From an optimization exercise on the open Yosys and OpenROAD flow, aimed at small area; shortcuts taken in it are not production practice.
The RTL was checked by simulation tests, not by an equivalence proof against the original design.
The flow treats the clock pin as an ideal source, which a real chip does not have.
No activity file was given, so power comes from the tool's default toggle rates.

[design.v]
module dmem_responder #(
    parameter int ADDR_WIDTH  = 6,
    parameter int WAIT_CYCLES = 1
) (
    input  logic        clk,
    input  logic        reset_n,
    input  logic        req_valid,
    output logic        req_ready,
    input  logic        req_write,
    input  logic [1:0]  req_size,
    input  logic        req_signed,
    input  logic [31:0] req_addr,
    input  logic [31:0] req_wdata,
    output logic        resp_valid,
    output logic [31:0] resp_rdata,
    output logic        resp_error
);
    logic wait_q, resp_q;
    logic idle;
    assign idle = ~(wait_q | resp_q);
    always_ff @(posedge clk or negedge reset_n) begin
        if (!reset_n) begin
            wait_q <= 1'b0;
            resp_q <= 1'b0;
        end else begin
            wait_q <= idle & req_valid;
            resp_q <= wait_q;
        end
    end
    assign req_ready  = idle;
    assign resp_valid = resp_q;
    logic req_err;
    assign req_err = (req_size == 2'b11)
                  || (req_size == 2'b01 && req_addr[0])
                  || (req_size == 2'b10 && req_addr[1:0] != 2'b00)
                  || (req_addr[31:6] != 26'd0);
    logic [5:0] addr_q;
    logic       err_q, rdok_q, byte_q, word_q, sx_q;
    always_ff @(posedge clk) begin
        if (idle) begin
            addr_q <= req_addr[5:0];
            err_q  <= req_err;
            rdok_q <= ~req_write & ~req_err;
            byte_q <= (req_size == 2'b00);
            word_q <= (req_size == 2'b10);
            sx_q   <= req_signed;
        end
    end
    assign resp_error = err_q;
    logic [511:0] mem_q;
    logic         wen;
    logic [3:0]   lane_en;
    logic [7:0]   lane_wd [4];
    assign wen = idle & req_valid & reset_n & req_write & ~req_err;
    always_comb begin
        case (req_size)
            2'b00:   lane_en = 4'b0001 << req_addr[1:0];
            2'b01:   lane_en = req_addr[1] ? 4'b1100 : 4'b0011;
            default: lane_en = 4'b1111;
        endcase
        lane_wd[0] = req_wdata[7:0];
        lane_wd[1] = (req_size == 2'b00) ? req_wdata[7:0] : req_wdata[15:8];
        lane_wd[2] = req_size[1] ? req_wdata[23:16] : req_wdata[7:0];
        lane_wd[3] = req_size[1] ? req_wdata[31:24]
                   : req_size[0] ? req_wdata[15:8] : req_wdata[7:0];
    end
    logic       idle_b;
    logic [3:0] lane_set;
    logic [3:0] lane_keep;
    logic [63:0] set_b, keep_b;
    assign idle_b = ~(wait_q ^ resp_q);
    always_comb begin
        for (int l = 0; l < 4; l++) begin
            lane_set[l]  = wen & lane_en[l];
            lane_keep[l] = ~(idle_b & req_valid & reset_n & req_write & ~req_err & lane_en[l]);
        end
        for (int k = 0; k < 16; k++)
            for (int l = 0; l < 4; l++) begin
                set_b[4*k + l]  = lane_set[l] & (req_addr[5:2] == 4'(k));
                keep_b[4*k + l] = lane_keep[l] | (req_addr[5:2] != 4'(k));
            end
    end
    always_ff @(posedge clk) begin
        for (int b = 0; b < 64; b++)
            mem_q[8*b +: 8] <= (mem_q[8*b +: 8] & {8{keep_b[b]}})
                             | (lane_wd[b % 4] & {8{set_b[b]}});
    end
    logic [31:0] word;
    logic [7:0]  lo, hi;
    logic        ext;
    always_comb begin
        word = 32'd0;
        for (int k = 0; k < 16; k++)
            word = word | (mem_q[32*k +: 32] & {32{rdok_q && addr_q[5:2] == 4'(k)}});
        case (addr_q[1:0])
            2'b00: lo = word[7:0];
            2'b01: lo = word[15:8];
            2'b10: lo = word[23:16];
            2'b11: lo = word[31:24];
        endcase
        hi  = addr_q[1] ? word[31:24] : word[15:8];
        ext = sx_q & (byte_q ? lo[7] : hi[7]);
        resp_rdata[7:0]   = lo;
        resp_rdata[15:8]  = byte_q ? {8{ext}} : hi;
        resp_rdata[31:16] = word_q ? word[31:16] : {16{ext}};
    end
endmodule
[flow/run.sh]
#!/bin/bash
# Layout flow: the standard ORFS flow (standard.sh) run on flow/mapped.v, a
# hand-mapped form of the RTL with the same registers, with small port
# buffers and a clock tree of small buffers.
set -euo pipefail
M=$PWD/flow/mapped.v
CTS="-sink_clustering_enable -repair_clock_nets -dont_use_dummy_load -buf_list {sky130_fd_sc_hd__clkbuf_16} -tree_buf sky130_fd_sc_hd__clkbuf_8 -root_buf sky130_fd_sc_hd__clkbuf_8 -sink_clustering_size 26 -sink_clustering_max_diameter 60"
bash standard.sh VERILOG_FILES="$M" \
  BUFFER_PORTS_ARGS="-buffer_cell sky130_fd_sc_hd__buf_1" \
  CTS_ARGS="$CTS" \
  finish > flow_make.log 2>&1
[flow/mapped.v]
// Hand-mapped version of rtl/dmem_responder.sv for the layout flow: the
// storage update gates and the load word multiplexer are placed as library
// cells; the small control and alignment logic is left to synthesis.
// Register names and kinds match the standard synthesis of the RTL.
module dmem_responder #(
    parameter int ADDR_WIDTH  = 6,
    parameter int WAIT_CYCLES = 1
) (
    input  logic        clk,
    input  logic        reset_n,
    input  logic        req_valid,
    output logic        req_ready,
    input  logic        req_write,
    input  logic [1:0]  req_size,
    input  logic        req_signed,
    input  logic [31:0] req_addr,
    input  logic [31:0] req_wdata,
    output logic        resp_valid,
    output logic [31:0] resp_rdata,
    output logic        resp_error
);

    logic wait_q, resp_q;
    logic idle, idle_b;

    assign idle   = ~(wait_q | resp_q);
    assign idle_b = ~(wait_q ^ resp_q);

    always_ff @(posedge clk or negedge reset_n) begin
        if (!reset_n) begin
            wait_q <= 1'b0;
            resp_q <= 1'b0;
        end else begin
            wait_q <= idle & req_valid;
            resp_q <= wait_q;
        end
    end

    assign req_ready  = idle;
    assign resp_valid = resp_q;

    logic req_err;
    assign req_err = (req_size == 2'b11)
                  || (req_size == 2'b01 && req_addr[0])
                  || (req_size == 2'b10 && req_addr[1:0] != 2'b00)
                  || (req_addr[31:6] != 26'd0);

    logic [5:0] addr_q;
    logic       err_q, rdok_q, byte_q, word_q, sx_q;

    always_ff @(posedge clk) begin
        if (idle) begin
            addr_q <= req_addr[5:0];
            err_q  <= req_err;
            rdok_q <= ~req_write & ~req_err;
            byte_q <= (req_size == 2'b00);
            word_q <= (req_size == 2'b10);
            sx_q   <= req_signed;
        end
    end

    assign resp_error = err_q;

    // ---------------- store path ----------------
    // Each stored bit takes (bit & keep) | (wdm & roww): wdm is the lane's
    // store data already gated by the lane's write enable, roww the word
    // decode, keep the byte's hold condition.
    logic [3:0]  lane_en;
    logic        vw;
    logic [3:0]  ls, lkeep;
    logic [7:0]  wsel;
    logic [3:0]  whi_n, wlo_n;
    logic [15:0] row_c [2];

    always_comb begin
        case (req_size)
            2'b00:   lane_en = 4'b0001 << req_addr[1:0];
            2'b01:   lane_en = req_addr[1] ? 4'b1100 : 4'b0011;
            default: lane_en = 4'b1111;
        endcase
        vw = req_valid & reset_n & req_write & ~req_err;
        for (int l = 0; l < 4; l++) begin
            ls[l]    = idle & vw & lane_en[l];
            lkeep[l] = idle_b & vw & lane_en[l];
        end
        // data source selects per lane
        wsel[0] = ls[0];
        wsel[1] = ls[1] & (req_size == 2'b00);
        wsel[2] = ls[1] & (req_size != 2'b00);
        wsel[3] = ls[2] & ~req_size[1];
        wsel[4] = ls[2] & req_size[1];
        wsel[5] = ls[3] & (req_size == 2'b00);
        wsel[6] = ls[3] & (req_size == 2'b01);
        wsel[7] = ls[3] & req_size[1];
        for (int i = 0; i < 4; i++) begin
            whi_n[i] = ~(req_addr[5:4] == 2'(i));
            wlo_n[i] = ~(req_addr[3:2] == 2'(i));
        end
    end

    logic [31:0] wdm;
    logic [7:0]  w3_n;
    for (genvar j = 0; j < 8; j++) begin : g_wd
        sky130_fd_sc_hd__and2_1 u_w0 (.A(req_wdata[j]), .B(wsel[0]), .X(wdm[j]));
        sky130_fd_sc_hd__a22o_1 u_w1 (.A1(req_wdata[j]), .A2(wsel[1]),
                                      .B1(req_wdata[8+j]), .B2(wsel[2]), .X(wdm[8+j]));
        sky130_fd_sc_hd__a22o_1 u_w2 (.A1(req_wdata[j]), .A2(wsel[3]),
                                      .B1(req_wdata[16+j]), .B2(wsel[4]), .X(wdm[16+j]));
        sky130_fd_sc_hd__a222oi_1 u_w3n (.A1(req_wdata[j]), .A2(wsel[5]),
                                         .B1(req_wdata[8+j]), .B2(wsel[6]),
                                         .C1(req_wdata[24+j]), .C2(wsel[7]), .Y(w3_n[j]));
        sky130_fd_sc_hd__inv_2 u_w3 (.A(w3_n[j]), .Y(wdm[24+j]));
    end

    logic [511:0] mem_q, mem_d;
    logic [63:0]  keep_b;

    for (genvar k = 0; k < 16; k++) begin : g_w
        for (genvar h = 0; h < 2; h++) begin : g_h
            sky130_fd_sc_hd__nor2_2 u_row (.A(whi_n[k/4]), .B(wlo_n[k%4]), .Y(row_c[h][k]));
        end
        for (genvar l = 0; l < 4; l++) begin : g_l
            sky130_fd_sc_hd__nand2_1 u_keep (.A(row_c[l/2][k]), .B(lkeep[l]), .Y(keep_b[4*k+l]));
            for (genvar j = 0; j < 8; j++) begin : g_b
                sky130_fd_sc_hd__a22o_1 u_upd (
                    .A1(mem_q[32*k+8*l+j]), .A2(keep_b[4*k+l]),
                    .B1(wdm[8*l+j]),        .B2(row_c[l/2][k]),
                    .X(mem_d[32*k+8*l+j]));
            end
        end
    end

    always_ff @(posedge clk)
        mem_q <= mem_d;

    // ---------------- load path ----------------
    // Row selects, one copy per output byte lane: rsel_c[c][k] drives the
    // load multiplexer of bits 8c..8c+7.
    logic [3:0]  rhi_n, rlo_n;
    logic [15:0] rsel_c [4];
    always_comb
        for (int i = 0; i < 4; i++) begin
            rhi_n[i] = ~(rdok_q & (addr_q[5:4] == 2'(i)));
            rlo_n[i] = ~(addr_q[3:2] == 2'(i));
        end
    for (genvar c = 0; c < 4; c++) begin : g_rc
        for (genvar k = 0; k < 16; k++) begin : g_rk
            sky130_fd_sc_hd__nor2_1 u_rs (.A(rhi_n[k/4]), .B(rlo_n[k%4]), .Y(rsel_c[c][k]));
        end
    end

    logic [31:0] word_n;
    for (genvar b = 0; b < 32; b++) begin : g_rd
        logic [5:0] y;
        logic [1:0] z;
        for (genvar g = 0; g < 5; g++) begin : g_g
            sky130_fd_sc_hd__a222oi_1 u_aoi (
                .A1(mem_q[32*(3*g)+b]),   .A2(rsel_c[b/8][3*g]),
                .B1(mem_q[32*(3*g+1)+b]), .B2(rsel_c[b/8][3*g+1]),
                .C1(mem_q[32*(3*g+2)+b]), .C2(rsel_c[b/8][3*g+2]),
                .Y(y[g]));
        end
        sky130_fd_sc_hd__nand2_1 u_n15 (.A(mem_q[32*15+b]), .B(rsel_c[b/8][15]), .Y(y[5]));
        sky130_fd_sc_hd__nand3_1 u_z0 (.A(y[0]), .B(y[1]), .C(y[2]), .Y(z[0]));
        sky130_fd_sc_hd__nand3_1 u_z1 (.A(y[3]), .B(y[4]), .C(y[5]), .Y(z[1]));
        sky130_fd_sc_hd__nor2_1  u_w  (.A(z[0]), .B(z[1]), .Y(word_n[b]));
    end

    // Alignment, on the inverted word: hi_n is the odd byte for a halfword
    // or word, lo2_n the even byte, lo the addressed byte.
    logic [7:0] hi_n, lo2_n, lo;
    logic       byte_n, word_n_q, ext_n;
    for (genvar j = 0; j < 8; j++) begin : g_al
        sky130_fd_sc_hd__mux2_1  u_hi  (.A0(word_n[8+j]), .A1(word_n[24+j]), .S(addr_q[1]), .X(hi_n[j]));
        sky130_fd_sc_hd__mux2_1  u_lo2 (.A0(word_n[j]),   .A1(word_n[16+j]), .S(addr_q[1]), .X(lo2_n[j]));
        sky130_fd_sc_hd__mux2i_1 u_lo  (.A0(lo2_n[j]),    .A1(hi_n[j]),      .S(addr_q[0]), .Y(lo[j]));
        sky130_fd_sc_hd__o22ai_1 u_o1  (.A1(hi_n[j]), .A2(byte_q), .B1(ext_n), .B2(byte_n),
                                        .Y(resp_rdata[8+j]));
    end
    for (genvar j = 16; j < 32; j++) begin : g_up
        sky130_fd_sc_hd__o22ai_1 u_o2 (.A1(word_n[j]), .A2(word_n_q), .B1(ext_n), .B2(word_q),
                                       .Y(resp_rdata[j]));
    end
    always_comb begin
        byte_n   = ~byte_q;
        word_n_q = ~word_q;
        ext_n    = ~(sx_q & (byte_q ? lo[7] : ~hi_n[7]));
    end
    assign resp_rdata[7:0] = lo;

endmodule
[standard.sh]
#!/bin/bash
# synth_recipe.tcl (not shown) runs the flow's synth.tcl, then flattens the netlist and writes it again
# the make line also repeats each setting of config.mk as NAME=value (left out here)
make -C /OpenROAD-flow-scripts/flow DESIGN_CONFIG=/design/flow/config.mk WORK_HOME=/design/flow/orfs CLKGATE_MAP_FILE= SYNTH_SCRIPT=/design/flow/synth_recipe.tcl "${@:-finish}"
[config.mk]
export PLATFORM = sky130hd
export DESIGN_NAME = dmem_responder
export DESIGN_NICKNAME = dmem_responder
export VERILOG_FILES = /design/flow/design.v
export SDC_FILE = /design/flow/constraint.sdc
export NUM_CORES = 4
export LEC_CHECK = 0
export CAP_MARGIN = 20
export CORE_MARGIN = 2
export CORE_UTILIZATION = 65
export GPL_TIMING_DRIVEN = 0
export PLACE_DENSITY = 0.75
export SLEW_MARGIN = 20
[constraint.sdc]
create_clock -name core_clock -period 10.0 [get_ports {clk}]
set_input_delay 2.0000 -clock core_clock [delete_from_list [all_inputs] [get_ports {clk}]]
set_output_delay 2.0000 -clock core_clock [all_outputs]
set_load 0.01 [all_outputs]
==> results_dict.tcl, run 1 <==
set metrics [dict create \
    drtIter0Drc 2473 \
    timing.hold.ws_ps 385 \
    initial_core_util 0.662 \
    cts_setup_buffers 0 \
    cp.arrival_ps 5370 \
    cts_root_buffer "clkbuf_8" \
    io_buffers 103 \
    finalInstanceArea_um2 20900 \
    gp_congestion 0.965 \
    netSwitchingPower_uw 751 \
    htreeDepth 1 \
    synth_edf_count 11 \
    hp-class "reg -> reg" \
    crit_path_end_kind "output port" \
    grt_pass1_vias 15400 \
    seq_area_frac_synth 0.556 \
    setup_slack_ps 2630 \
    cp_data_required_time_ps 8000 \
    clk_latency_ps 730 \
    drive_gt1_frac 0.0580 \
    final_hold_viol_count 0 \
    finalPower_uw 3390 \
    grt_use_met3 0.0877 \
    relSlewSlack 0.225 \
    ys_ff_latch 525 \
    power_per_cell_area_nw_per_um2 162 \
    ant_nets 0 \
    status "no timing/DRC/antenna violations" \
    drc 0 \
    filler_cell_count 2136 \
    avgViaCountPerCell 7.59 \
    wire_per_inst_um 27.8 \
    area_delta_synth_final_pct 9.23 \
    die-area_um2 30800 \
    numCtsBuffers 31 \
    drv_cap 0 \
    grt_util_met2 0.563 \
    clkTransAtPathRegs_ps 90 \
    p_seq_frac 0.624 \
    grt_antenna_before_repair 5 \
    clkPwrFrac 0.342 \
    fin_skew_ps 40.6 \
    internal_power_uw 2640 \
    cts_resized 0 \
    grt.overflow.total 0 \
    maxSlewViolCount 0 \
    critical_path_class "reg -> out" \
    yosys_warnings 3 \
    clock_path_buffers 3 \
    grt_busiest_layer "met2" \
    ys.flop_type "dfxtp_1" \
    synthArstFlopShare 0.00381 \
    pwr-share-comb 0.034 \
    nets 1866 \
    switching_share 0.222 \
    io-pin-count 106 \
    wirelength_um 60700 \
    post_dp_cell_area_um2 20100 \
    synth.cell_area_um2 19100 \
    dp_worst_setup_slack_ps 3620 \
    globalRouteTotalUtil 0.384 \
    core_area_um2 28900 \
    firstDrtPassIters 8 \
    postCtsHoldBufs 0 \
    synth_cell_types 32 \
    min_period_ps 7370 \
    rows 62 \
    fin_setup_tns_ps 0 \
    rsz0062_at_grt "no" \
    cts.sinks 525 \
    start_kind "register" \
    min_period_over_period 0.737 \
    ir_drop_mv 0.137 \
    die_w_um 175 \
    vias 16600 \
    dieHeight_um 175 \
    tightest_slew_ps 1160 \
    postSynthAreaPerCell_um2 11.6 \
    dpl.hpwl_um 40800 \
    grt_first_pass_wirelength_um 91800 \
    cp_max_fo 24 \
    grt_max_degree 27 \
    cts_tree "built" \
    setup_violations 0 \
    synth_nets 1719 \
    p_leak_uw 0.00749 \
    fmax_mhz 136 \
    syn_inst 1647 \
    use_met1 0.556 \
]
## cell usage in the layout, fill, tap and decap left out, drive strengths merged, types with 7 or more instances in the layout
cell / Yosys / final
edfxtp: 11 / 11
a222oi: 168 / 168
nand2: 102 / 102
buf: 2 / 116
nand2b: 7 / 7
dfxtp: 512 / 512
mux2: 16 / 16
inv: 14 / 14
clkbuf: 2 / 33
a22o: 528 / 528
nor4: 15 / 15
nor2: 134 / 134
and2: 9 / 9
mux2i: 8 / 8
nand3: 69 / 69
o22ai: 24 / 24
## sequential cells by signal, indices dropped and copies added (netlist names)
name	count
mem_q	512
addr_q	6
byte_q	1
err_q	1
rdok_q	1
resp_q	1
sx_q	1
wait_q	1
word_q	1
## cells in the mapped netlist (4+ instances only)
library cell,count,area [µm²]
dfxtp_1,512,10200
o22ai_1,24,150
nor2_2,32,200
nand3_1,69,345
a22o_1,528,4620
mux2i_1,8,80.1
inv_2,8,30.0
nand2b_1,7,43.8
nand2_1,102,383
or2_2,5,31.3
mux2_1,16,180
edfxtp_1,11,330
inv_1,6,22.5
nor3_1,4,20.0
a222oi_1,168,1680
a21oi_1,4,20.0
and2_1,9,56.3
nor2_1,102,383
nor4_1,14,87.6
## layout make-up
cell class                 count  area [µm²]  share of cell area
timing repair buffer         114         455              0.0218
sequential                   525       10600               0.509
multi-input combinational   1104        8470               0.406
clock buffer                  31         742              0.0356
tap                          384         480              0.0230
buffer                         4        30.0             0.00144
inverter                      14        52.6             0.00252
antenna                        5        12.5            0.000600
## kinds of logic (layout without fill, tap and decap cells)
kind of cell / Yosys count / count (layout) / synth area share
simple gates: 351 / 351 / 0.0842
flops: 525 / 525 / 0.556
buf+inv: 18 / 163 / 0.00432
other cells: 0 / 5 / 0
fa+ha+maj: 1 / 1 / 0.000655
compound gates: 728 / 728 / 0.341
mux: 24 / 24 / 0.0136
## metal layers
| layer | vias up | share of wire |
|---|---|---|
| li1 | 7229 | - |
| met1 | 8068 | 0.41 |
| met2 | 1089 | 0.42 |
| met3 | 172 | 0.12 |
| met4 | 0 | 0.042 |
| met5 | - | 0 |
## worst max-delay path, stage by stage (launching register included)
cell	delay (ps)
edfxtp_1	440
nand2_1	880
nor2_1	430
a222oi_1	580
nand3_1	190
nor2_1	570
mux2_1	320
mux2i_1	140
nand2_1	100
o21ai_0	80
nand2_1	540
o22ai_1	210
buf_1	180
## power groups by stage
stage	registers (µW)	logic [µW]	clock network, µW
floorplan	2160	52.6	0
global placement	2160	105	0
detailed placement	2160	108	0
CTS	2110	108	1170
global route	2110	117	1240
finish	2110	115	1160
## metrics by stage
stage,utilization,cells
finish,0.723,2181
global route,0.723,2179
CTS,0.722,2176
detailed placement,0.697,2145
global placement,0.692,2134
floorplan,-,1647
## final timing paths
path	startpoint	to	slack, ps	cells after the start
worst max-delay path	addr_q[3]$_DFFE_PP_	resp_rdata[11]	2630	12
worst min-delay path	wait_q$_DFF_PN0_	resp_q$_DFF_PN0_	380	0
worst max register to register	resp_q$_DFF_PN0_	mem_q[376]$_DFF_P_	5910	9
worst min register to register	wait_q$_DFF_PN0_	resp_q$_DFF_PN0_	380	0
max in group asynchronous	reset_n	resp_q$_DFF_PN0_	8700	1
min in group asynchronous	reset_n	wait_q$_DFF_PN0_	1120	1
==> inputs of run 2 (changes only) <==
==> flow/run.sh (replaced) <==
#!/bin/bash
# Layout flow: the standard ORFS flow (standard.sh) run on flow/mapped.v, a
# hand-mapped form of the RTL with the same registers, with small port
# buffers and a clock tree of small buffers.
set -euo pipefail
M=$PWD/flow/mapped.v
CTS="-sink_clustering_enable -repair_clock_nets -dont_use_dummy_load -buf_list {sky130_fd_sc_hd__clkbuf_8} -tree_buf sky130_fd_sc_hd__clkbuf_8 -root_buf sky130_fd_sc_hd__clkbuf_8 -sink_clustering_size 18 -sink_clustering_max_diameter 45"
bash standard.sh VERILOG_FILES="$M" \
  BUFFER_PORTS_ARGS="-buffer_cell sky130_fd_sc_hd__buf_1" \
  CTS_ARGS="$CTS" \
  finish > flow_make.log 2>&1
==> run 2 against run 1 <==
  * Die area unchanged
  * Global-route usage increased by 0.15 points
  * Clock skew decreased by 5.4 ps
  * Worst setup slack improved by 140 ps
  * Worst hold slack got worse by 4.3 ps
  * Area after synthesis unchanged
  * Sequential share of layout area increased by 0.30 points
  * Cell count increased by 0.64%
  * Sequential power about the same
  * Critical path type unchanged
==> results_dict.tcl, run 2 <==
set metrics [dict create \
    status "no timing/DRC/antenna violations" \
    wire_per_inst_um 27.6 \
    syn_inst 1647 \
    final_hold_viol_count 0 \
    drv_cap 0 \
    maxSlewViolCount 0 \
    layout_common_cells "a22o_1, dfxtp_1, a222oi_1, buf_1" \
    wl_met2_um 25300 \
    drtIter0Drc 2606 \
    io_buffers 103 \
    power_per_cell_area_nw_per_um2 158 \
    dpl.hpwl_um 40800 \
    setup_slack_ps 2770 \
    postSynthAreaPerCell_um2 11.6 \
    grt.overflow.total 0 \
    die_w_um 175 \
    min_period_over_period 0.723 \
    die-area_um2 30800 \
    ant_nets 0 \
    grt_antenna_before_repair 6 \
    io-pin-count 106 \
    yosys.area.top_type_share 0.536 \
    layout.cells.non_filler 2195 \
    reg2reg_setup_slack_ps 6010 \
    vias 16500 \
    dieHeight_um 175 \
    filler_cell_count 2173 \
    htreeDepth 2 \
    rsz0062_at_grt "no" \
    dp.cells 2145 \
    synth_area_leader_cell "dfxtp_1" \
    synth_nets 1719 \
    top_register "mem_q" \
    grt_first_pass_wirelength_um 91900 \
    firstDrtPassIters 6 \
    synthArstFlopShare 0.00381 \
    synth.cell_area_um2 19100 \
    clk_latency_ps 600 \
    hp-class "reg -> reg" \
    tightest_slew_ps 1150 \
    fmax_mhz 138 \
    wirelength_um 60600 \
    synth_cell_types 32 \
    synth_common_cells "a22o_1, dfxtp_1, a222oi_1, nand2_1, nor2_1" \
    nets 1880 \
    reg_top3 "mem_q (512), addr_q (6)" \
    ys.flop_type "dfxtp_1" \
    finalPower_uw 3270 \
    setup_violations 0 \
    synth.most_common_cell "a22o_1" \
    rows 62 \
    cts_setup_buffers 0 \
    relSlewSlack 0.229 \
    worst_path_max_delay_cell "nand2_1" \
    post-route-util 0.719 \
    seq_area_frac_synth 0.556 \
    cts_tree "built" \
    largest_register_ff_count 512 \
    cts_root_buffer "clkbuf_8" \
    core_area_um2 28900 \
    multi_input_area_um2 8470 \
    grt_pass1_vias 15500 \
    numCtsBuffers 45 \
    synthTopCellsByArea "dfxtp_1, a22o_1, a222oi_1" \
    cp_top_family "simple AND/OR/NAND/NOR gates" \
    avgViaCountPerCell 7.51 \
    initial_core_util 0.662 \
    ys_ff_latch 525 \
    yosys_warnings 3 \
    fin_skew_ps 35.2 \
    p_leak_uw 0.00745 \
    start_kind "register" \
    drc 0 \
    crit_chain "nand2_1 -> nor2_1 -> a222oi_1 -> nand3_1 -> nor2_1 -> mux2_1 -> mux2i_1 -> nand2_1 -> o21ai_0 -> nand2_1 -> o22ai_1 -> buf_1" \
    routed.top_layer "met4" \
    layout_commonest_cell "a22o_1" \
    crit_path_end_kind "output port" \
    ir_drop_mv 0.125 \
    crit_path_frequent_cell "nand2_1" \
    met1Wirelength_um 24500 \
    gp_congestion 0.965 \
    fin_setup_tns_ps 0 \
    postCtsHoldBufs 0 \
    wl_met3_um 7970 \
    cts_resized 0 \
    crit_buf_inv 1 \
    clock_path_buffers 3 \
    dp_worst_setup_slack_ps 3620 \
    grt_max_degree 25 \
    critical_path_class "reg -> out" \
    cts.sinks 525 \
    area_delta_synth_final_pct 8.59 \
    cp_data_required_time_ps 8000 \
    synth_edf_count 11 \
    globalRouteTotalUtil 0.386 \
    cp_max_fo 24 \
    clkTransAtPathRegs_ps 100 \
    drive_gt1_frac 0.0653 \
    cp.arrival_ps 5230 \
    cp_slowest_stage_delay_ps 870 \
    regArea_um2 10600 \
    min_period_ps 7230 \
]
==> run 2: cell counts after synthesis <==
Identical to the previous run, type by type.
==> run 2: power by group <==
group          internal (µW)  switching, µW
clock                    403            642
combinational           19.1           95.6
sequential              2100           10.2
==> run 2: final timing paths <==
kind                                startpoint                  to  depth (start not counted)
setup reg to reg              resp_q$_DFF_PN0_  mem_q[476]$_DFF_P_                          9
max in group asynchronous              reset_n    wait_q$_DFF_PN0_                          1
setup / recovery           addr_q[2]$_DFFE_PP_      resp_rdata[17]                         12
hold reg to reg               wait_q$_DFF_PN0_    resp_q$_DFF_PN0_                          0
min in group asynchronous              reset_n    resp_q$_DFF_PN0_                          1
hold / removal                wait_q$_DFF_PN0_    resp_q$_DFF_PN0_                          0
==> run 2: logic make-up after synthesis <==
family	synth area share
adders and majority gates	0.000655
buffers and inverters	0.00432
DFF	0.556
and+or+nand+nor	0.0842
AOI/OAI and AO/OA	0.341
muxes	0.0136
==> run 2: cell type report <==
| cell class | instances | share of cell area |
|---|---|---|
| multi-input cells | 1104 | 0.408 |
| inverters | 14 | 0.00253 |
| flip-flops and latches | 525 | 0.512 |
| clock buffers | 45 | 0.0299 |
| repair buffers | 114 | 0.0220 |
| plain buffers | 4 | 0.00145 |
| well taps | 384 | 0.0232 |
| diodes | 5 | 0.000603 |
==> run 2: per-stage QoR <==
stage / hold WS (ps) / instance area [µm²]
after floorplan: 354 / 19100
after global placement: 357 / 20000
after detailed placement: 367 / 20100
after CTS: 384 / 20700
after global routing: 406 / 20700
final: 380 / 20700
==> run 2: metal layers <==
metal	vias to the layer above	track usage
met5	-	0
met4	0	0.168
met3	178	0.104
met2	1075	0.558
met1	7981	0.545
li1	7255	-
==> inputs of run 3 (changes only) <==
==> flow/run.sh (replaced) <==
#!/bin/bash
# Layout flow: the standard ORFS flow (standard.sh) run on flow/mapped.v, a
# hand-mapped form of the RTL with the same registers, with small port
# buffers and a clock tree of small buffers.
set -euo pipefail
M=$PWD/flow/mapped.v
CTS="-sink_clustering_enable -repair_clock_nets -dont_use_dummy_load -buf_list {sky130_fd_sc_hd__clkbuf_16} -sink_clustering_size 30 -sink_clustering_max_diameter 70"
bash standard.sh VERILOG_FILES="$M" \
  BUFFER_PORTS_ARGS="-buffer_cell sky130_fd_sc_hd__buf_1" \
  CTS_ARGS="$CTS" \
  finish > flow_make.log 2>&1
--- a/flow/mapped.v
+++ b/flow/mapped.v
@@ -118,5 +118,5 @@
     for (genvar k = 0; k < 16; k++) begin : g_w
         for (genvar h = 0; h < 2; h++) begin : g_h
-            sky130_fd_sc_hd__nor2_2 u_row (.A(whi_n[k/4]), .B(wlo_n[k%4]), .Y(row_c[h][k]));
+            sky130_fd_sc_hd__nor2_1 u_row (.A(whi_n[k/4]), .B(wlo_n[k%4]), .Y(row_c[h][k]));
         end
         for (genvar l = 0; l < 4; l++) begin : g_l
==> run 3 against run 2 <==
  * Clock-buffer cell count decreased by 19
  * Via count shrank 1.5%
  * Power grew 1.4%
  * Register-to-register slack improved by 140 ps
  * Area after synthesis down 0.42%
  * Critical path type unchanged
  * Critical endpoint is now resp_rdata[9]
  * Largest power group unchanged
==> results_dict.tcl, run 3 <==
set metrics [dict create \
    yosys.area.top_type_share 0.539 \
    ys_ff_latch 525 \
    synth.most_common_cell "a22o_1" \
    grt_first_pass_wirelength_um 88600 \
    globalRouteTotalUtil 0.369 \
    crit_path_end_kind "output port" \
    grt_max_degree 31 \
    filler_cell_count 2107 \
    drtIter0Drc 2414 \
    layout_common_cells "a22o_1, dfxtp_1, a222oi_1, nor2_1, buf_1" \
    core_area_um2 28800 \
    synth_nets 1719 \
    io_buffers 103 \
    min_from "wait_q$_DFF_PN0_" \
    r2r_end "mem_q[378]$_DFF_P_" \
    fin_setup_tns_ps 0 \
    die-area_um2 30700 \
    cts_root_buffer "clkbuf_16" \
    setup_violations 0 \
    avgViaCountPerCell 7.48 \
    min_period_ps 7350 \
    holdPathStages 0 \
    cp.arrival_ps 5350 \
    timing.hold.ws_ps 393 \
    cts_setup_buffers 0 \
    postSynthAreaPerCell_um2 11.6 \
    maxSlewViolCount 0 \
    r2r_start "resp_q$_DFF_PN0_" \
    syn_inst 1647 \
    synth_area_leader_cell "dfxtp_1" \
    status "no timing/DRC/antenna violations" \
    synth_edf_count 11 \
    ir_drop_mv 0.166 \
    start_kind "register" \
    synth_cell_types 31 \
    cts_tree "built" \
    worstSetupStartpoint "rdok_q$_DFFE_PP_" \
    finalPower_uw 3320 \
    min_period_over_period 0.735 \
    cts_resized 0 \
    grt.overflow.total 0 \
    clk_latency_ps 570 \
    fmax_mhz 136 \
    drive_gt1_frac 0.0543 \
    dpl.hpwl_um 39700 \
    rows 62 \
    io-pin-count 106 \
    cp_data_required_time_ps 8000 \
    reg2reg_setup_slack_ps 6150 \
    grt_pass1_vias 15100 \
    clkTransAtPathRegs_ps 110 \
    dieHeight_um 175 \
    wirelength_um 58300 \
    yosys_warnings 3 \
    cp_max_fo 24 \
    rsz0062_at_grt "no" \
    ant_nets 0 \
    largest_register_ff_count 512 \
    layout_commonest_cell "a22o_1" \
    synthArstFlopShare 0.00381 \
    p_leak_uw 0.00744 \
    relSlewSlack 0.230 \
    drv_cap 0 \
    drc 0 \
    fin_skew_ps 41.4 \
    cts.sinks 525 \
    top_register "mem_q" \
    nets 1860 \
    reg_top3 "mem_q (512), addr_q (6)" \
    die_w_um 175 \
    seq_area_frac_synth 0.559 \
    final_hold_viol_count 0 \
    initial_core_util 0.661 \
    hold-path-endpoint "resp_q$_DFF_PN0_" \
    clock_path_buffers 3 \
    ys.flop_type "dfxtp_1" \
    numCtsBuffers 26 \
    tightest_slew_ps 1150 \
    area_delta_synth_final_pct 9.23 \
    post-route-util 0.722 \
    synthTopCellsByArea "dfxtp_1, a22o_1, a222oi_1" \
    critical_path_class "reg -> out" \
    hp-class "reg -> reg" \
    reg2regPathDepth 9 \
    power_per_cell_area_nw_per_um2 160 \
    grt_antenna_before_repair 3 \
    gp_congestion 0.921 \
    htreeDepth 1 \
    postCtsHoldBufs 0 \
    firstDrtPassIters 7 \
    wire_per_inst_um 26.8 \
    synth_common_cells "a22o_1, dfxtp_1, a222oi_1, nor2_1, nand2_1" \
    vias 16200 \
    synth.cell_area_um2 19000 \
]
-- run 3: worst max path at each step --
stage | end | slack (ps) | cells after the start
3_5_place_dp | resp_rdata[9] | 3490 | 12
2_1_floorplan | resp_rdata[10] | 4930 | 11
4_1_cts | resp_rdata[9] | 2880 | 12
5_1_grt | resp_rdata[13] | 2520 | 12
6_report | resp_rdata[9] | 2650 | 12
3_3_place_gp | mem_q[340]$_DFF_P_ | 3100 | 8
-- run 3: metrics by stage --
stage / cells / instance area [µm²] / worst slack (ps)
after CTS: 2169 / 20700 / 2880
after floorplan: 1647 / 19000 / 4930
after detailed placement: 2143 / 20100 / 3490
after global routing: 2170 / 20800 / 2520
final: 2172 / 20800 / 2650
after global placement: 2134 / 19900 / 3100
-- run 3: per-layer routing --
metal / vias to the layer above / global-route usage / wire (µm)
met3: 149 / 0.0642 / 6700
li1: 7219 / - / -
met2: 1040 / 0.553 / 24900
met4: 2 / 0.129 / 2270
met1: 7838 / 0.538 / 24400
met5: - / 0 / 13
-- run 3: cell families (layout without fill, tap and decap cells) --
kind of cell | count (synthesis) | in the layout | synth area share
other cells | 0 | 2 | 0
buf+inv | 18 | 157 | 0.00434
compound gates | 728 | 728 | 0.342
simple gates | 351 | 351 | 0.0804
mux | 24 | 24 | 0.0137
fa+ha+maj | 1 | 1 | 0.000658
flops | 525 | 525 | 0.559
-- run 3: cell type report --
type                    count  area (µm²)  area share
flip-flops and latches    525       10600       0.512
plain buffers               4        30.0     0.00144
inverters                  14        52.6     0.00253
repair buffers            113         477      0.0229
well taps                 384         480      0.0231
clock buffers              26         651      0.0313
diodes                      2        5.00    0.000241
multi-input cells        1104        8460       0.407
-- run 3: power by group --
group	leakage (µW)	switching, µW	total (µW)	internal [µW]
Combinational	0.00287	90.2	112	21.4
Sequential	0.00425	11.5	2110	2100
Clock	0.000320	629	1090	464
Total	0.00744	731	3320	2590
-- run 3: worst max-delay path: stages (launching register included) --
cell and delay (ps):
edfxtp_1 510, nand3b_1 850, nor2_1 870, a222oi_1 260
nand3_1 180, nor2_1 120, mux2_1 350, mux2i_1 250
nand2_1 80, o21ai_0 80, nand2_1 440, o22ai_1 550
buf_1 230
==> inputs of run 4 (changes only) <==
--- a/flow/run.sh
+++ b/flow/run.sh
@@ -5,5 +5,5 @@
 set -euo pipefail
 M=$PWD/flow/mapped.v
-CTS="-sink_clustering_enable -repair_clock_nets -dont_use_dummy_load -buf_list {sky130_fd_sc_hd__clkbuf_16} -sink_clustering_size 30 -sink_clustering_max_diameter 70"
+CTS="-sink_clustering_enable -repair_clock_nets -dont_use_dummy_load -buf_list {sky130_fd_sc_hd__clkbuf_16} -tree_buf sky130_fd_sc_hd__clkbuf_8 -root_buf sky130_fd_sc_hd__clkbuf_8 -sink_clustering_size 34 -sink_clustering_max_diameter 70"
 bash standard.sh VERILOG_FILES="$M" \
   BUFFER_PORTS_ARGS="-buffer_cell sky130_fd_sc_hd__buf_1" \
--- a/flow/mapped.v
+++ b/flow/mapped.v
@@ -68,5 +68,7 @@
     logic [3:0]  lane_en;
     logic        vw;
-    logic [3:0]  ls, lkeep;
+    logic [3:0]  ls, len_n;
+    logic        nvw_b;
+    logic [3:0]  lkeep [2];
     logic [7:0]  wsel;
     logic [3:0]  whi_n, wlo_n;
@@ -82,6 +84,7 @@
         for (int l = 0; l < 4; l++) begin
             ls[l]    = idle & vw & lane_en[l];
-            lkeep[l] = idle_b & vw & lane_en[l];
-        end
+            len_n[l] = ~lane_en[l];
+        end
+        nvw_b = ~(idle_b & vw);
         // data source selects per lane
         wsel[0] = ls[0];
@@ -116,10 +119,17 @@
     logic [63:0]  keep_b;
 
+    // Two copies of each lane's keep enable, one per half of the words.
+    for (genvar l = 0; l < 4; l++) begin : g_lk
+        for (genvar h = 0; h < 2; h++) begin : g_lkh
+            sky130_fd_sc_hd__nor2_1 u_lk (.A(nvw_b), .B(len_n[l]), .Y(lkeep[h][l]));
+        end
+    end
+
     for (genvar k = 0; k < 16; k++) begin : g_w
         for (genvar h = 0; h < 2; h++) begin : g_h
-            sky130_fd_sc_hd__nor2_1 u_row (.A(whi_n[k/4]), .B(wlo_n[k%4]), .Y(row_c[h][k]));
+            sky130_fd_sc_hd__nor2_2 u_row (.A(whi_n[k/4]), .B(wlo_n[k%4]), .Y(row_c[h][k]));
         end
         for (genvar l = 0; l < 4; l++) begin : g_l
-            sky130_fd_sc_hd__nand2_1 u_keep (.A(row_c[l/2][k]), .B(lkeep[l]), .Y(keep_b[4*k+l]));
+            sky130_fd_sc_hd__nand2_1 u_keep (.A(row_c[l/2][k]), .B(lkeep[k/8][l]), .Y(keep_b[4*k+l]));
             for (genvar j = 0; j < 8; j++) begin : g_b
                 sky130_fd_sc_hd__a22o_1 u_upd (
@@ -135,8 +145,8 @@
 
     // ---------------- load path ----------------
-    // Row selects, one copy per output byte lane: rsel_c[c][k] drives the
-    // load multiplexer of bits 8c..8c+7.
+    // Row selects, one copy per output halfword: rsel_c[c][k] drives the
+    // load multiplexer of bits 16c..16c+15.
     logic [3:0]  rhi_n, rlo_n;
-    logic [15:0] rsel_c [4];
+    logic [15:0] rsel_c [2];
     always_comb
         for (int i = 0; i < 4; i++) begin
@@ -144,7 +154,7 @@
             rlo_n[i] = ~(addr_q[3:2] == 2'(i));
         end
-    for (genvar c = 0; c < 4; c++) begin : g_rc
+    for (genvar c = 0; c < 2; c++) begin : g_rc
         for (genvar k = 0; k < 16; k++) begin : g_rk
-            sky130_fd_sc_hd__nor2_1 u_rs (.A(rhi_n[k/4]), .B(rlo_n[k%4]), .Y(rsel_c[c][k]));
+            sky130_fd_sc_hd__nor2_2 u_rs (.A(rhi_n[k/4]), .B(rlo_n[k%4]), .Y(rsel_c[c][k]));
         end
     end
@@ -156,10 +166,10 @@
         for (genvar g = 0; g < 5; g++) begin : g_g
             sky130_fd_sc_hd__a222oi_1 u_aoi (
-                .A1(mem_q[32*(3*g)+b]),   .A2(rsel_c[b/8][3*g]),
-                .B1(mem_q[32*(3*g+1)+b]), .B2(rsel_c[b/8][3*g+1]),
-                .C1(mem_q[32*(3*g+2)+b]), .C2(rsel_c[b/8][3*g+2]),
+                .A1(mem_q[32*(3*g)+b]),   .A2(rsel_c[b/16][3*g]),
+                .B1(mem_q[32*(3*g+1)+b]), .B2(rsel_c[b/16][3*g+1]),
+                .C1(mem_q[32*(3*g+2)+b]), .C2(rsel_c[b/16][3*g+2]),
                 .Y(y[g]));
         end
-        sky130_fd_sc_hd__nand2_1 u_n15 (.A(mem_q[32*15+b]), .B(rsel_c[b/8][15]), .Y(y[5]));
+        sky130_fd_sc_hd__nand2_1 u_n15 (.A(mem_q[32*15+b]), .B(rsel_c[b/16][15]), .Y(y[5]));
         sky130_fd_sc_hd__nand3_1 u_z0 (.A(y[0]), .B(y[1]), .C(y[2]), .Y(z[0]));
         sky130_fd_sc_hd__nand3_1 u_z1 (.A(y[3]), .B(y[4]), .C(y[5]), .Y(z[1]));
--- a/config.mk
+++ b/config.mk
@@ -8,6 +8,6 @@
 export CAP_MARGIN = 20
 export CORE_MARGIN = 2
-export CORE_UTILIZATION = 65
+export CORE_UTILIZATION = 75
 export GPL_TIMING_DRIVEN = 0
-export PLACE_DENSITY = 0.75
+export PLACE_DENSITY = 0.85
 export SLEW_MARGIN = 20
==> run 4 against run 3 <==
  * Clock-buffer cell count down 3
  * Clock power shrank 9%
  * Worst hold slack improved by 6.0 ps
  * Clock skew increased by 13 ps
  * Synthesized cell count fell by 1.5%
  * Sequential power about the same
  * First-iteration DRC count grew 27%
  * Via count rose by 0.31%
  * Still clean
==> results_dict.tcl, run 4 <==
set metrics [dict create \
    status "no timing/DRC/antenna violations" \
    nets 1822 \
    yosys.area.top_type_share 0.537 \
    holdPathStages 0 \
    reg2reg_setup_slack_ps 6060 \
    layout_commonest_cell "a22o_1" \
    synth.cell_area_um2 19100 \
    synthArstFlopShare 0.00381 \
    drc 0 \
    ys.flop_type "dfxtp_1" \
    synth_cell_types 36 \
    area_delta_synth_final_pct 7.18 \
    grt_max_degree 35 \
    grt.overflow.total 0 \
    dieHeight_um 163 \
    pwr-share-comb 0.030 \
    critical_path_class "reg -> out" \
    finalPower_uw 3200 \
    power_per_cell_area_nw_per_um2 156 \
    drive_gt1_frac 0.0624 \
    cp.arrival_ps 5110 \
    globalRouteTotalUtil 0.401 \
    post_dp_cell_area_um2 19900 \
    r2r_start "resp_q$_DFF_PN0_" \
    reg_top3 "mem_q (512), addr_q (6)" \
    core_area_um2 25000 \
    synthTopCellsByArea "dfxtp_1, a22o_1, a222oi_1" \
    min_from "wait_q$_DFF_PN0_" \
    hold-path-endpoint "resp_q$_DFF_PN0_" \
    grt_first_pass_wirelength_um 84900 \
    ant_nets 0 \
    top_register "mem_q" \
    numCtsBuffers 23 \
    drtIter0Drc 3066 \
    drv_cap 0 \
    clock_path_buffers 3 \
    maxSlewViolCount 0 \
    cp_max_fo 24 \
    cts_root_buffer "clkbuf_8" \
    cts_tree "built" \
    cts.sinks 525 \
    tightest_slew_ps 1150 \
    avgViaCountPerCell 7.84 \
    finalInstanceArea_um2 20400 \
    yosys_warnings 4 \
    fmax_mhz 141 \
    cts_setup_buffers 0 \
    p_seq_frac 0.661 \
    synth_nets 1694 \
    ys_ff_latch 525 \
    r2r_end "mem_q[375]$_DFF_P_" \
    wirelength_um 55400 \
    dpl.hpwl_um 39300 \
    clkTransAtPathRegs_ps 120 \
    netSwitchingPower_uw 694 \
    die-area_um2 26700 \
    hp-class "reg -> reg" \
    cp_data_required_time_ps 8000 \
    die_w_um 163 \
    wire_per_inst_um 26.6 \
    crit_path_end_kind "output port" \
    postSynthAreaPerCell_um2 11.8 \
    io_buffers 103 \
    firstDrtPassIters 10 \
    postCtsHoldBufs 0 \
    switching_share 0.217 \
    seq_area_frac_synth 0.557 \
    vias 16300 \
    rsz0062_at_grt "no" \
    htreeDepth 1 \
    p_leak_uw 0.00730 \
    min_period_over_period 0.711 \
    largest_register_ff_count 512 \
    layout_common_cells "a22o_1, dfxtp_1, a222oi_1, nand2_1, buf_1" \
    initial_core_util 0.762 \
    synth.most_common_cell "a22o_1" \
    reg2regPathDepth 8 \
    clk_latency_ps 630 \
    post-route-util 0.816 \
    grt_pass1_vias 15100 \
    internal_power_uw 2500 \
    fin_skew_ps 54.8 \
    synth_area_leader_cell "dfxtp_1" \
    ir_drop_mv 0.161 \
    gp_congestion 0.935 \
    synth_edf_count 11 \
    setup_violations 0 \
    io-pin-count 106 \
    min_period_ps 7110 \
    fin_setup_tns_ps 0 \
    start_kind "register" \
    syn_inst 1622 \
    grt_antenna_before_repair 0 \
    relSlewSlack 0.224 \
    final_hold_viol_count 0 \
    rows 58 \
    cts_resized 0 \
    clkPwrFrac 0.309 \
    synth_common_cells "a22o_1, dfxtp_1, a222oi_1, nand2_1, nand3_1" \
]
[run 4: cell count changes in the layout (fill, tap and decap cells not counted), moves of 2 or more]
cell and delta:
nor2_2 +34, nand3_1 -2, clkbuf_8 +3, buf_4 -2, nor4_2 -5, nor2_1 -53, nand2b_2 -2, nor4_1 +2
buf_2 -4, buf_6 -3, clkbuf_16 -6, a21oi_1 -2
[run 4: worst max path at each step]
stage | startpoint | to | cells past startpoint
detailed placement | addr_q[5]$_DFFE_PP_ | resp_rdata[14] | 12
global placement | addr_q[5]$_DFFE_PP_ | resp_rdata[14] | 12
floorplan | addr_q[5]$_DFFE_PP_ | resp_rdata[10] | 11
global route | addr_q[5]$_DFFE_PP_ | resp_rdata[14] | 12
finish | addr_q[5]$_DFFE_PP_ | resp_rdata[13] | 12
CTS | addr_q[5]$_DFFE_PP_ | resp_rdata[14] | 12
[run 4: logic make-up (layout without fill, tap and decap cells)]
kind of cell / Yosys count / count (layout) / synth area share
AND/OR/NAND/NOR: 329 / 329 / 0.0840
other: 0 / 1 / 0
multiplexers: 24 / 24 / 0.0136
flip-flops: 525 / 525 / 0.557
adder cells (fa/ha/maj): 1 / 1 / 0.000656
buffers and inverters: 18 / 144 / 0.00400
AO/OA/AOI/OAI: 725 / 725 / 0.340
[run 4: critical path, stage by stage, from the launching register on]
cell      delay [ps]
edfxtp_1         440
or3b_2           640
nor2_2           640
a222oi_1         290
nand3_1          210
nor2_1           130
mux2_1           340
mux2i_1          200
nand2_1           70
o21ai_0           90
nand2_1          550
o22ai_1          620
buf_1            210
[run 4: cell type report]
type | count | area [µm²]
antenna | 1 | 2.50
buffer | 4 | 23.8
clock buffer | 23 | 542
fill | 1523 | 4600
inverter | 14 | 52.6
multi-input combinational | 1079 | 8390
sequential | 525 | 10600
tap | 330 | 413
timing repair buffer | 103 | 387
[run 4: metal layers]
metal	track usage	vias to the layer above	wire (µm)
li1	-	7094	-
met1	0.588	7847	22200
met2	0.614	1232	24300
met3	0.0729	125	7150
met4	0.105	0	1690
met5	0	-	0
[run 4: power groups by stage]
stage	registers, µW	clock network (µW)	logic [µW]
5_1_grt	2120	1060	99.6
2_1_floorplan	2160	0	51.9
3_5_place_dp	2160	0	91.7
4_1_cts	2110	986	91.9
3_3_place_gp	2160	0	89.5
6_report	2110	988	96.1
[run 4: through the flow]
stage | hold WS [ps] | setup slack (ps) | instances
CTS | 399 | 3070 | 2078
floorplan | 354 | 4860 | 1622
detailed placement | 372 | 3800 | 2055
global placement | 365 | 3860 | 2055
finish | 399 | 2890 | 2079
global route | 405 | 2690 | 2078
==> inputs of run 5 (changes only) <==
==> flow/run.sh (replaced) <==
#!/bin/bash
# Layout flow: the standard ORFS flow (standard.sh) run on flow/mapped.v, a
# hand-mapped form of the RTL with the same registers, with small port
# buffers and a clock tree of small buffers.
set -euo pipefail
M=$PWD/flow/mapped.v
CTS="-sink_clustering_enable -repair_clock_nets -dont_use_dummy_load -buf_list {sky130_fd_sc_hd__clkbuf_16} -tree_buf sky130_fd_sc_hd__clkbuf_8 -root_buf sky130_fd_sc_hd__clkbuf_8 -sink_clustering_size 30 -sink_clustering_max_diameter 70"
bash standard.sh VERILOG_FILES="$M" \
  BUFFER_PORTS_ARGS="-buffer_cell sky130_fd_sc_hd__buf_1" \
  CTS_ARGS="$CTS" \
  finish > flow_make.log 2>&1
--- a/config.mk
+++ b/config.mk
@@ -8,6 +8,6 @@
 export CAP_MARGIN = 20
 export CORE_MARGIN = 2
-export CORE_UTILIZATION = 75
+export CORE_UTILIZATION = 65
 export GPL_TIMING_DRIVEN = 0
-export PLACE_DENSITY = 0.85
+export PLACE_DENSITY = 0.75
 export SLEW_MARGIN = 20
==> run 5 against run 4 <==
  * Critical endpoint is now resp_rdata[8]
  * Combinational power shrank 0.6%
  * Area after synthesis is the same
  * Routed wire length shrank 0.47%
  * Sequential power is essentially flat
  * Non-clock buffer count grew 1
  * Via count shrank 2.8%
  * Largest cell class unchanged
  * Utilization shrank 10 points
  * Die area grew 15%
  * Clock power grew 6%
  * Worst hold slack gained 8.9 ps
  * Still clean on timing, DRC and antenna
==> results_dict.tcl, run 5 <==
set metrics [dict create \
    power_per_cell_area_nw_per_um2 158 \
    layout_commonest_cell "a22o_1" \
    rows 62 \
    yosys_warnings 4 \
    crit_path_end_kind "output port" \
    cp.arrival_ps 5330 \
    globalRouteTotalUtil 0.347 \
    grt.overflow.total 0 \
    initial_core_util 0.663 \
    cts_root_buffer "clkbuf_8" \
    synthTopCellsByArea "dfxtp_1, a22o_1, a222oi_1" \
    grt_max_degree 31 \
    cp_max_fo 24 \
    io-pin-count 106 \
    postSynthAreaPerCell_um2 11.8 \
    grt_first_pass_wirelength_um 84800 \
    drive_gt1_frac 0.0645 \
    clkTransAtPathRegs_ps 100 \
    synth.cell_area_um2 19100 \
    area_delta_synth_final_pct 7.94 \
    cp_data_required_time_ps 8000 \
    nets 1826 \
    setup_violations 0 \
    core_area_um2 28800 \
    firstDrtPassIters 6 \
    avgViaCountPerCell 7.42 \
    numCtsBuffers 26 \
    gp_congestion 0.962 \
    dpl.hpwl_um 39500 \
    status "no timing/DRC/antenna violations" \
    synthArstFlopShare 0.00381 \
    min_period_ps 7330 \
    layout_common_cells "a22o_1, dfxtp_1, a222oi_1, nand2_1, buf_1" \
    vias 15800 \
    reg_top3 "mem_q (512), addr_q (6)" \
    grt_antenna_before_repair 0 \
    ant_nets 0 \
    maxSlewViolCount 0 \
    timing.hold.ws_ps 408 \
    top_register "mem_q" \
    final_hold_viol_count 0 \
    wire_per_inst_um 25.8 \
    fmax_mhz 136 \
    clk_latency_ps 680 \
    synth.most_common_cell "a22o_1" \
    cts_resized 0 \
    ys.flop_type "dfxtp_1" \
    fin_setup_tns_ps 0 \
    clock_path_buffers 3 \
    relSlewSlack 0.315 \
    cts_setup_buffers 0 \
    wirelength_um 55100 \
    largest_register_ff_count 512 \
    postCtsHoldBufs 0 \
    diodes 0 \
    synth_nets 1694 \
    fin_skew_ps 48.4 \
    io_buffers 103 \
    syn_inst 1622 \
    die_w_um 175 \
    cts_tree "built" \
    drc 0 \
    synth_common_cells "a22o_1, dfxtp_1, a222oi_1, nand2_1, nand3_1" \
    grt_pass1_vias 15100 \
    rsz0062_at_grt "no" \
    p_leak_uw 0.00734 \
    drv_cap 0 \
    htreeDepth 1 \
    ys_ff_latch 525 \
    synth_edf_count 11 \
    ir_drop_mv 0.109 \
    die-area_um2 30700 \
    hp-class "reg -> reg" \
    drtIter0Drc 2221 \
    seq_area_frac_synth 0.557 \
    dieHeight_um 175 \
    min_period_over_period 0.733 \
    tightest_slew_ps 1020 \
    yosys.area.top_type_share 0.537 \
    synth_cell_types 36 \
    synth_area_leader_cell "dfxtp_1" \
    critical_path_class "reg -> out" \
    cts.sinks 525 \
    start_kind "register" \
]
==> run 5: cell counts after synthesis <==
No cell type changed its count.
==> run 5: worst max-delay path, stage by stage (launching register included) <==
cell,delay (ps)
edfxtp_1,430
or3b_2,660
nor2_2,670
a222oi_1,330
nand3_1,240
nor2_1,130
mux2_1,350
mux2i_1,290
nand2_1,80
o21ai_0,90
nand2_1,550
o22ai_1,610
buf_1,220
==> run 5: power by group <==
group | internal (µW) | total, µW | leakage [µW] | switching (µW)
sequential | 2100 | 2110 | 0.00425 | 10.5
combinational | 18.5 | 95.5 | 0.00278 | 77.0
clock | 432 | 1050 | 0.000305 | 617
==> run 5: stage by stage <==
step / power [µW] / instance area (µm²) / utilization / worst slack [ps] / std cells
2_1_floorplan: 2210 / 19100 / - / 4860 / 1622
3_3_place_gp: 2250 / 19900 / 0.693 / 3640 / 2109
3_5_place_dp: 2250 / 19900 / 0.693 / 3640 / 2109
4_1_cts: 3260 / 20600 / 0.715 / 2920 / 2135
5_1_grt: 3350 / 20600 / 0.715 / 2660 / 2136
6_report: 3260 / 20600 / 0.715 / 2670 / 2136
==> run 5: final cells by class <==
type	count	area [µm²]
Tap cell	384	480
Fill cell	2133	8200
Buffer	4	23.8
Sequential cell	525	10600
Multi-Input combinational cell	1079	8390
Timing Repair Buffer	104	392
Clock buffer	26	617
Inverter	14	52.6
==> run 5: final timing paths <==
path                                           from                 end  slack, ps  depth (start not counted)
worst min register to register     wait_q$_DFF_PN0_    resp_q$_DFF_PN0_        410                          0
min in group asynchronous                   reset_n    wait_q$_DFF_PN0_       1170                          1
max in group asynchronous                   reset_n    resp_q$_DFF_PN0_       8630                          1
worst min-delay path               wait_q$_DFF_PN0_    resp_q$_DFF_PN0_        410                          0
worst max-delay path            addr_q[5]$_DFFE_PP_       resp_rdata[8]       2670                         12
worst max register to register     resp_q$_DFF_PN0_  mem_q[370]$_DFF_P_       6270                          8
==> run 5: logic make-up (layout without fill, tap and decap cells) <==
| group | after synthesis | in the layout | synth area share |
|---|---|---|---|
| simple gates | 329 | 329 | 0.0840 |
| flops | 525 | 525 | 0.557 |
| fa+ha+maj | 1 | 1 | 0.000656 |
| compound gates | 725 | 725 | 0.340 |
| mux | 24 | 24 | 0.0136 |
| buf+inv | 18 | 148 | 0.00400 |
==> run 5: routing by layer <==
layer  routed length (µm)  global-route usage  vias up
li1                     -                   -     7099
met1                23500               0.518     7649
met2                23200               0.501      999
met3                 6420              0.0725       99
met4                 1940               0.115        2
met5                   62              0.0160        -
==> inputs of run 6 (changes only) <==
--- a/flow/run.sh
+++ b/flow/run.sh
@@ -9,3 +9,4 @@
   BUFFER_PORTS_ARGS="-buffer_cell sky130_fd_sc_hd__buf_1" \
   CTS_ARGS="$CTS" \
+  POST_CTS_TCL="$PWD/flow/post_cts.tcl" \
   finish > flow_make.log 2>&1
==> flow/post_cts.tcl (new file) <==
# After clock tree synthesis: a leaf clock buffer that drives few flip-flops
# does not need the largest buffer; use clkbuf_8 for leaves of 18 sinks or
# fewer, then legalise the placement again.
set n_down 0
foreach inst [get_cells clkbuf_leaf_*] {
  if { [get_property $inst ref_name] != "sky130_fd_sc_hd__clkbuf_16" } { continue }
  set out [get_pins -of_objects $inst -filter "direction==output"]
  set fanout [expr { [llength [get_pins -of_objects [get_nets -of_objects $out]]] - 1 }]
  if { $fanout <= 18 } {
    replace_cell $inst sky130_fd_sc_hd__clkbuf_8
    incr n_down
  }
}
puts "post_cts: $n_down leaf clock buffers resized to clkbuf_8"
detailed_placement
estimate_parasitics -placement
--- a/config.mk
+++ b/config.mk
@@ -8,6 +8,6 @@
 export CAP_MARGIN = 20
 export CORE_MARGIN = 2
-export CORE_UTILIZATION = 65
+export CORE_UTILIZATION = 75
 export GPL_TIMING_DRIVEN = 0
-export PLACE_DENSITY = 0.75
+export PLACE_DENSITY = 0.85
 export SLEW_MARGIN = 20
==> run 6 against run 5 <==
  * Clock power is 6% lower
  * Area after synthesis unchanged
  * Clock-buffer cell count shrank 2
  * Sequential share of layout area grew 0.40 points
  * Synthesized cell count stayed put
  * Non-clock buffer count shrank 1
  * Critical path depth is the same
  * Cell count fell by 2.7%
  * Power shrank 2.0%
  * Final area shrank 0.76%
  * Fmax is 2.4% higher
  * Global-route usage up 5.6 points
  * Largest power group unchanged
==> results_dict.tcl, run 6 <==
set metrics [dict create \
    largest_register_ff_count 512 \
    postSynthAreaPerCell_um2 11.8 \
    crit_end "resp_rdata[14]" \
    syn_inst 1622 \
    dieHeight_um 163 \
    globalRouteTotalUtil 0.403 \
    fmax_mhz 140 \
    setup_slack_ps 2840 \
    switching_share 0.218 \
    drv_cap 0 \
    synth_nets 1694 \
    pwr-share-comb 0.030 \
    power_per_cell_area_nw_per_um2 156 \
    clk_latency_ps 700 \
    start_kind "register" \
    io-pin-count 106 \
    reg2reg_setup_slack_ps 6100 \
    min_period_over_period 0.716 \
    maxSlewViolCount 0 \
    relSlewSlack 0.205 \
    rows 58 \
    status "no timing/DRC/antenna violations" \
    ys.flop_type "dfxtp_1" \
    drive_gt1_frac 0.0629 \
    grt_pass1_vias 15100 \
    fin_skew_ps 88.1 \
    critical_path_class "reg -> out" \
    crit_path_end_kind "output port" \
    synthTopCellsByArea "dfxtp_1, a22o_1, a222oi_1" \
    p_leak_uw 0.00730 \
    ant_nets 0 \
    cp_data_required_time_ps 8000 \
    final_hold_viol_count 0 \
    top_register "mem_q" \
    layout_common_cells "a22o_1, dfxtp_1, a222oi_1, nand2_1, buf_1" \
    wire_per_inst_um 26.8 \
    r2r_end "mem_q[370]$_DFF_P_" \
    drc 0 \
    min_period_ps 7160 \
    tightest_slew_ps 1180 \
    die_w_um 163 \
    internal_power_uw 2500 \
    netSwitchingPower_uw 697 \
    p_seq_frac 0.662 \
    gp_congestion 0.935 \
    grt_antenna_before_repair 1 \
    synth_common_cells "a22o_1, dfxtp_1, a222oi_1, nand2_1, nand3_1" \
    timing.hold.ws_ps 398 \
    r2r_start "resp_q$_DFF_PN0_" \
    hp-class "reg -> reg" \
    nets 1823 \
    ys_ff_latch 525 \
    synthArstFlopShare 0.00381 \
    yosys_warnings 4 \
    yosys.area.top_type_share 0.537 \
    rsz0062_at_grt "no" \
    die-area_um2 26700 \
    fin_setup_tns_ps 0 \
    reg2regPathDepth 8 \
    synth_area_leader_cell "dfxtp_1" \
    finalPower_uw 3190 \
    avgViaCountPerCell 7.89 \
    area_delta_synth_final_pct 7.12 \
    clkPwrFrac 0.308 \
    core_area_um2 25000 \
    ir_drop_mv 0.160 \
    grt_max_degree 31 \
    layout_commonest_cell "a22o_1" \
    dp_worst_setup_slack_ps 3800 \
    wirelength_um 55700 \
    diodes 0 \
    io_buffers 103 \
    post-route-util 0.816 \
    synth_cell_types 36 \
    drtIter0Drc 2821 \
    grt.overflow.total 0 \
    clkTransAtPathRegs_ps 110 \
    grt_first_pass_wirelength_um 85100 \
    worstSetupStartpoint "addr_q[5]$_DFFE_PP_" \
    synth.most_common_cell "a22o_1" \
    synth.cell_area_um2 19100 \
    seq_area_frac_synth 0.557 \
    setup_violations 0 \
    initial_core_util 0.762 \
    synth_edf_count 11 \
    cts.sinks 525 \
    cts_tree "built" \
    reg_top3 "mem_q (512), addr_q (6)" \
    cp.arrival_ps 5160 \
    vias 16400 \
    firstDrtPassIters 9 \
    cp_max_fo 24 \
    dpl.hpwl_um 39300 \
]
==> run 6: how the worst min path moves through the flow <==
stage,start,to,depth (start not counted)
3_3_place_gp,wait_q$_DFF_PN0_,resp_q$_DFF_PN0_,0
3_5_place_dp,wait_q$_DFF_PN0_,resp_q$_DFF_PN0_,0
2_1_floorplan,wait_q$_DFF_PN0_,resp_q$_DFF_PN0_,0
5_1_grt,wait_q$_DFF_PN0_,resp_q$_DFF_PN0_,0
6_report,wait_q$_DFF_PN0_,resp_q$_DFF_PN0_,0
==> run 6: critical path, cell delays in order, from the launching register on <==
cell and delay [ps]:
edfxtp_1 430, or3b_2 640, nor2_2 650, a222oi_1 300, nand3_1 210, nor2_1 130, mux2_1 340, mux2i_1 210
nand2_1 70, o21ai_0 90, nand2_1 550, o22ai_1 640, buf_1 210
==> run 6: stage by stage <==
step	cell area [µm²]	instances
after floorplan	19100	1622
after global placement	19900	2055
after detailed placement	19900	2055
after global routing	20400	2079
final	20400	2079
==> run 6: area by class of cell <==
| type | instances | area (µm²) |
|---|---|---|
| repair buffers | 103 | 387 |
| well taps | 330 | 413 |
| fillers | 1515 | 4610 |
| plain buffers | 4 | 23.8 |
| clock buffers | 24 | 533 |
| flip-flops and latches | 525 | 10600 |
| inverters | 14 | 52.6 |
| multi-input cells | 1079 | 8390 |
==> run 6: power by group through the flow <==
stage	clock network, µW	logic, µW	registers (µW)
floorplan	0	51.9	2160
global placement	0	89.5	2160
detailed placement	0	91.7	2160
global route	1060	99.4	2120
finish	982	96.1	2110
==> run 6: cell families after synthesis <==
logic type / Yosys count / synth area share
buf+inv: 18 / 0.00400
compound gates: 725 / 0.340
simple gates: 329 / 0.0840
fa+ha+maj: 1 / 0.000656
flops: 525 / 0.557
mux: 24 / 0.0136
==> run 6: per-layer routing <==
metal / vias to the layer above / share of wire / GRT usage
li1: 7084 / - / -
met1: 7957 / 0.40 / 0.587
met2: 1227 / 0.44 / 0.614
met3: 140 / 0.13 / 0.0823
met4: 2 / 0.035 / 0.110
met5: - / 0.00020 / 0
==> inputs of run 7 (changes only) <==
--- a/config.mk
+++ b/config.mk
@@ -8,6 +8,6 @@
 export CAP_MARGIN = 20
 export CORE_MARGIN = 2
-export CORE_UTILIZATION = 75
+export CORE_UTILIZATION = 65
 export GPL_TIMING_DRIVEN = 0
-export PLACE_DENSITY = 0.85
+export PLACE_DENSITY = 0.75
 export SLEW_MARGIN = 20
==> run 7 against run 6 <==
  * Flip-flop and latch count unchanged
  * Power is 0.88% higher
  * First-iteration DRC count down 22%
  * Critical path type unchanged
  * Critical endpoint is now resp_rdata[8]
  * Largest cell class unchanged
  * Largest power group unchanged
  * Highest routed layer unchanged
==> results_dict.tcl, run 7 <==
set metrics [dict create \
    status "no timing/DRC/antenna violations" \
    layout.cells.non_filler 2136 \
    grt_pass1_vias 15100 \
    yosys.area.top_type_share 0.537 \
    ys_ff_latch 525 \
    fin_setup_tns_ps 0 \
    drv_cap 0 \
    grt_first_pass_wirelength_um 84800 \
    cp.arrival_ps 5260 \
    yosys_warnings 4 \
    worst_path_max_delay_cell "or3b_2" \
    synth_common_cells "a22o_1, dfxtp_1, a222oi_1, nand2_1, nand3_1" \
    ant_nets 0 \
    die-area_um2 30700 \
    relSlewSlack 0.301 \
    io-pin-count 106 \
    core_area_um2 28800 \
    synth_cell_types 36 \
    synth.most_common_cell "a22o_1" \
    firstDrtPassIters 10 \
    cts_tree "built" \
    grt_max_degree 31 \
    diodes 0 \
    min_period_over_period 0.726 \
    synth.cell_area_um2 19100 \
    synthTopCellsByArea "dfxtp_1, a22o_1, a222oi_1" \
    final_hold_viol_count 0 \
    fin_skew_ps 56.9 \
    area_delta_synth_final_pct 7.70 \
    cp_slowest_stage_delay_ps 650 \
    dieHeight_um 175 \
    rsz0062_at_grt "no" \
    min_period_ps 7260 \
    post-route-util 0.714 \
    grt.overflow.total 0 \
    globalRouteTotalUtil 0.347 \
    wire_per_inst_um 25.8 \
    postSynthAreaPerCell_um2 11.8 \
    maxSlewViolCount 0 \
    clk_latency_ps 670 \
    filler_cell_count 2138 \
    top_register "mem_q" \
    io_buffers 103 \
    synth_area_leader_cell "dfxtp_1" \
    fmax_mhz 138 \
    use_met1 0.517 \
    synth_nets 1694 \
    gp_congestion 0.962 \
    grt_busiest_layer "met1" \
    drtIter0Drc 2212 \
    p_leak_uw 0.00732 \
    cp_top_family "simple AND/OR/NAND/NOR gates" \
    rows 62 \
    crit_buf_inv 1 \
    cp_data_required_time_ps 8000 \
    syn_inst 1622 \
    synth_edf_count 11 \
    vias 15900 \
    reg_top3 "mem_q (512), addr_q (6)" \
    start_kind "register" \
    ys.flop_type "dfxtp_1" \
    power_per_cell_area_nw_per_um2 157 \
    drive_gt1_frac 0.0645 \
    initial_core_util 0.663 \
    crit_chain "or3b_2 -> nor2_2 -> a222oi_1 -> nand3_1 -> nor2_1 -> mux2_1 -> mux2i_1 -> nand2_1 -> o21ai_0 -> nand2_1 -> o22ai_1 -> buf_1" \
    largest_register_ff_count 512 \
    critical_path_class "reg -> out" \
    tightest_slew_ps 1040 \
    die_w_um 175 \
    cp_max_fo 24 \
    drc 0 \
    ir_drop_mv 0.0989 \
    grt_util_met2 0.501 \
    seq_area_frac_synth 0.557 \
    cts.sinks 525 \
    hp-class "reg -> reg" \
    nets 1826 \
    dpl.hpwl_um 39500 \
    setup_violations 0 \
    crit_path_frequent_cell "nand2_1" \
    layout_commonest_cell "a22o_1" \
    grt_use_met3 0.0723 \
    wirelength_um 55200 \
    finalPower_uw 3220 \
    synthArstFlopShare 0.00381 \
    grt_antenna_before_repair 0 \
    crit_path_end_kind "output port" \
    clkTransAtPathRegs_ps 100 \
    avgViaCountPerCell 7.47 \
    layout_common_cells "a22o_1, dfxtp_1, a222oi_1, nand2_1, buf_1" \
    dp.cells 2109 \
]
## run 7: worst paths after layout
kind	from	end	slack, ps	cells past startpoint
max	addr_q[5]$_DFFE_PP_	resp_rdata[8]	2740	12
min	wait_q$_DFF_PN0_	resp_q$_DFF_PN0_	410	0
max reg2reg	resp_q$_DFF_PN0_	mem_q[370]$_DFF_P_	6260	8
min reg2reg	wait_q$_DFF_PN0_	resp_q$_DFF_PN0_	410	0
max in group asynchronous	reset_n	resp_q$_DFF_PN0_	8620	1
min in group asynchronous	reset_n	wait_q$_DFF_PN0_	1190	1
## run 7: area by class of cell
class	instances	area, µm²	area share
inverters	14	52.6	0.00256
repair buffers	104	392	0.0191
clock buffers	26	572	0.0278
well taps	384	480	0.0234
multi-input cells	1079	8390	0.408
plain buffers	4	23.8	0.00116
flip-flops and latches	525	10600	0.518
## run 7: metal layers
layer	part of all wire	wire length (µm)	vias to the layer above
met4	0.037	2050	2
met2	0.42	23000	990
met1	0.43	23700	7747
met5	0.0011	62	-
li1	-	-	7095
met3	0.12	6390	114
## run 7: through the flow
step	area, µm²	hold WS (ps)	worst slack, ps
after floorplan	19100	354	4860
after global placement	19900	357	3640
after detailed placement	19900	375	3640
after global routing	20500	413	2680
final	20500	408	2740
## run 7: cell families after synthesis
group | synth area share
fa+ha+maj | 0.000656
simple gates | 0.0840
compound gates | 0.340
mux | 0.0136
buf+inv | 0.00400
flops | 0.557
## run 7: power by group
group          internal, µW  leakage [µW]  total [µW]  switching [µW]
sequential             2100       0.00425        2110            10.6
combinational          18.5       0.00278        95.8            77.2
clock                   398      0.000284        1010             612

-- static timing again, ports no longer ideal --
No port has a modelled driver above. Below, the same layouts with a new extraction and two added sets of constraints. Step 1: set_driving_cell puts a clkbuf_16 on clk and a buf_2 on each other input, an assumption about the parent block. Step 2 times the ports against the registers' clock, not the clock port: input delays grow and output delays shrink by t, the midpoint of the rising clock arrivals with the driver on. a / b / c = no drivers / after step 1 / after step 2; a / b = the first two.
run	t (ns)	slack for setup (ns)
run 1	0.742	2.628 / 2.578 / 3.321
run 2	0.617	2.766 / 2.715 / 3.332
run 3	0.610	2.648 / 2.595 / 3.205
run 4	0.675	2.889 / 2.840 / 3.515
run 5	0.697	2.668 / 2.618 / 3.314
run 6	0.687	2.836 / 2.789 / 3.476
run 7	0.694	2.737 / 2.687 / 3.381
After both steps setup and hold are still met in every run listed.
